This design comes from an exercise in tuning for small area, a short achievable clock period and few clock cycles per item on the open sky130 flow, not from production work.
At most, simulation tests tie the RTL to the original design; equivalence was not proved.
Power is estimated from default activity; no workload was simulated.

==> module jst_queue, before the edit <==
module jst_queue (
  input  logic       clk,
  input  logic       rst,
  input  logic       in_valid,
  output logic       in_ready,
  input  logic       in_cmd,
  input  logic [7:0] in_char_byte,
  input  logic       out_ready,
  output logic       out_valid,
  input  logic       two,         
  output logic       go,          
  output logic       cmd,         
  output logic [7:0] char_byte,
  output logic       pend         
);
  logic a_v, a_v_next, out_valid_next, take, in_acc;
  logic free_q;   
  logic npend;    
  assign take     = out_valid && out_ready;
  assign go       = a_v && (!out_valid || (out_ready && !pend));
  assign in_ready = free_q || (out_ready && npend);
  assign in_acc   = in_valid && in_ready;
  always_comb begin
    a_v_next       = in_ready ? in_valid : a_v;
    out_valid_next = go ? 1'b1 : (take && !pend) ? 1'b0 : out_valid;
    if (rst) begin
      a_v_next       = 1'b0;
      out_valid_next = 1'b0;
    end
  end
  always_ff @(posedge clk) begin
    a_v       <= a_v_next;
    out_valid <= out_valid_next;
    free_q    <= !a_v_next || !out_valid_next;
  end
  always_ff @(posedge clk) begin
    if (in_acc) begin
      cmd       <= in_cmd;
      char_byte <= in_char_byte;
    end
  end
  always_ff @(posedge clk) begin
    if (go) begin
      pend  <= two;
      npend <= !two;
    end else if (take) begin
      pend  <= 1'b0;
      npend <= 1'b1;
    end
  end
endmodule
clock: 6.0 ns
lec_check: 0
cap_margin: 20
core_margin: 2
core_utilization: 40
setup_slack_margin: 3.3
slew_margin: 20
standard.sh (not shown) runs the stock make flow with config.mk's settings and CLKGATE_MAP_FILE= SYNTH_SCRIPT=/design/flow/synth_recipe.tcl, a recipe that flattens the netlist after the stock synthesis.
==> flow/flow/run.sh <==
#!/bin/bash
# Standard layout, with the port buffers inserted as buf_2 cells instead of the
# delay-buffer cell that buffer_ports picks by default.
set -euo pipefail
export BUFFER_PORTS_ARGS="-buffer_cell sky130_fd_sc_hd__buf_2"
bash standard.sh finish > standard_finish.log 2>&1
The baseline finished with timing, DRC and antenna clean.
Edit:
--- a/flow/design.v
+++ b/flow/design.v
@@ -376,8 +376,7 @@
   logic a_v, a_v_next, out_valid_next, take, in_acc;
   logic free_q;   
-  logic npend;    
   assign take     = out_valid && out_ready;
   assign go       = a_v && (!out_valid || (out_ready && !pend));
-  assign in_ready = free_q || (out_ready && npend);
+  assign in_ready = free_q || (out_ready && !pend);
   assign in_acc   = in_valid && in_ready;
   always_comb begin
@@ -401,11 +400,6 @@
   end
   always_ff @(posedge clk) begin
-    if (go) begin
-      pend  <= two;
-      npend <= !two;
-    end else if (take) begin
-      pend  <= 1'b0;
-      npend <= 1'b1;
-    end
+    if (go) pend <= two;
+    else if (take) pend <= 1'b0;
   end
 endmodule
First-iteration DRC count went down by 11%.
Non-clock buffer count went down by 19.
Total power hardly moves.
Register-to-register slack is about the same.
Synthesized cell count stays flat.
Global-route usage went up by 0.34 points.
Testbench counts after the change, summed over its fixed seeds: cycles 48,368, bytes 48,352.
Only the layout flow was run in the first run of this note; the RTL was not checked for function there.

* * *

Setup of try-maple:
Another version of the RTL of json_stream_tokenizer_top (not shown whole).
Size in the first run: roughly 1200 cells after synthesis, about 93 I/O pins, about 9800 sq um of cells after synthesis.
clock: 6.0 ns
lec_check: 0
cap_margin: 20
core_margin: 2
core_utilization: 40
setup_slack_margin: 3.0
slew_margin: 20
Scripts as last shown in full above: flow/flow/run.sh
> inputs changed (try-maple -> try-fjord)
-- flow/design.v --
<<< try-maple, line 88
  logic              key_q, cpen_q;
  logic [7:0]        b;
  logic              ws, dig, hexl, hexv, ctrl;
  logic [3:0]        hv;
  logic              in_num, num_cont, top_obj, dnz, d1;
>>> try-fjord, line 88
  logic              key_q, cpen_q;
  logic [7:0]        b;
  logic              ws, dig, hexv;
  logic [3:0]        hv;
  logic              in_num, num_cont, top_obj, dnz, d1;
<<< try-maple, line 95
  assign b       = char_byte;
  assign ws      = b == 8'h20 || b == 8'h09 || b == 8'h0A || b == 8'h0D;
  assign dig     = b[7:4] == 4'h3 && (!b[3] || b[2:1] == 2'b00);
  assign hexl    = b[7:6] == 2'b01 && b[4:3] == 2'b00 && b[2:0] != 3'd0 && b[2:0] != 3'd7;
  assign ctrl    = b[7:5] == 3'b000;
  assign hexv    = dig || hexl;
  assign hv      = dig ? b[3:0] : {1'b1, b[2:0] + 3'd1};
  assign top_obj = stk[0];
  assign dnz     = depth != '0;
>>> try-fjord, line 95
  assign b       = char_byte;
  assign ws      = b == 8'h20 || b == 8'h09 || b == 8'h0A || b == 8'h0D;
  assign dig     = b >= "0" && b <= "9";
  assign hexv    = dig || (b >= "a" && b <= "f") || (b >= "A" && b <= "F");
  assign hv      = dig ? b[3:0] : b[3:0] + 4'd9;
  assign top_obj = stk[0];
  assign dnz     = depth != '0;
<<< try-maple, line 195
            state_next = str_key ? S_COLON : vdone;
          end else if (b == "\\") state_next = S_ESC;
          else if (ctrl) state_next = S_ERR;
          else ev0 = jst_pkg::EV_STR_CHAR;
        end
>>> try-fjord, line 193
            state_next = str_key ? S_COLON : vdone;
          end else if (b == "\\") state_next = S_ESC;
          else if (b < 8'h20) state_next = S_ERR;
          else ev0 = jst_pkg::EV_STR_CHAR;
        end
<<< try-maple, line 381
  output logic       pend         
);
  logic a_v, take, in_acc;
  assign take     = out_valid && out_ready;
  assign go       = a_v && (!out_valid || (out_ready && !pend));
  assign in_ready = !a_v || go;
  assign in_acc   = in_valid && in_ready;
  always_ff @(posedge clk) begin
    if (rst) a_v <= 1'b0;
    else if (in_ready) a_v <= in_valid;
  end
  always_ff @(posedge clk) begin
    if (in_acc) begin
      cmd       <= in_cmd;
      char_byte <= in_char_byte;
    end
  end
>>> try-fjord, line 379
  output logic       pend         
);
  logic       a_v, b_v;
  logic       b_cmd;
  logic [7:0] b_byte;
  logic       take, in_acc, a_free;
  assign take     = out_valid && out_ready;
  assign go       = a_v && (!out_valid || (out_ready && !pend));
  assign in_ready = !b_v;
  assign in_acc   = in_valid && !b_v;
  assign a_free   = go || !a_v;
  always_ff @(posedge clk) begin
    if (rst) begin
      a_v <= 1'b0;
      b_v <= 1'b0;
    end else if (a_free) begin
      a_v <= b_v || in_acc;
      b_v <= 1'b0;
    end else if (in_acc) begin
      b_v <= 1'b1;
    end
  end
  always_ff @(posedge clk) begin
    if (a_free && b_v) begin
      cmd       <= b_cmd;
      char_byte <= b_byte;
    end else if (a_free && in_acc) begin
      cmd       <= in_cmd;
      char_byte <= in_char_byte;
    end
    if (!a_free && in_acc) begin
      b_cmd  <= in_cmd;
      b_byte <= in_char_byte;
    end
  end
==> comparison <==
try-fjord vs try-maple on net switching power figure: try-fjord is the higher one.
try-fjord ends up with higher detailed route wirelength on metal3 than try-maple does.
Compared with try-maple, in try-fjord register share of the cell area rose by 1.4 points, number of storage elements in the synthesis netlist rose by 10.
NOTE: cell area in try-fjord exceeds that of try-maple
Clock network fraction of design power ends up higher on try-maple.
Testbench counts of try-fjord, summed over its fixed seeds: cycles 48,368, bytes 48,352.
No functional check of the RTL was part of try-maple.

afterwards: timing with drivers on the ports:
How much do the figures lean on ideal ports? The routed layouts below were timed once more, with nothing changed but the port constraints.
Step 1 assumes that a clkbuf_16 drives the clock port and a buf_2 every other input.
Step 2 times the ports against the registers' clock, not the clock port: input delays grow and output delays shrink by t, the midpoint of the rising clock arrivals with the driver on.
a / b / c = ideal ports / drivers / drivers and shift; a / b = the first two.
| run | shift t [ns] | slack for setup (ns) | latest minus earliest clock arrival (ns) | slew at the worst register clock pin (ns) | worst data-port slew with drivers (ns) |
|---|---|---|---|---|---|
| the first run of note 1 | 0.478 | 3.177 / 3.121 / 2.785 | 0.011 / 0.011 | 0.07 / 0.07 | 0.08 |
| the second run of note 1 | 0.477 | 3.177 / 3.130 / 2.955 | 0.017 / 0.017 | 0.08 / 0.08 | 0.05 |
| try-maple | 0.476 | 2.988 / 2.988 / 2.678 | 0.023 / 0.023 | 0.09 / 0.09 | 0.06 |
| try-fjord | 0.476 | 3.013 / 3.013 / 2.710 | 0.017 / 0.017 | 0.08 / 0.08 | 0.05 |
After both steps setup and hold are still met in every run listed. The setup slack of the first run of note 1, which loses most, moves by -0.056 ns with the drivers and by -0.392 ns with both steps.
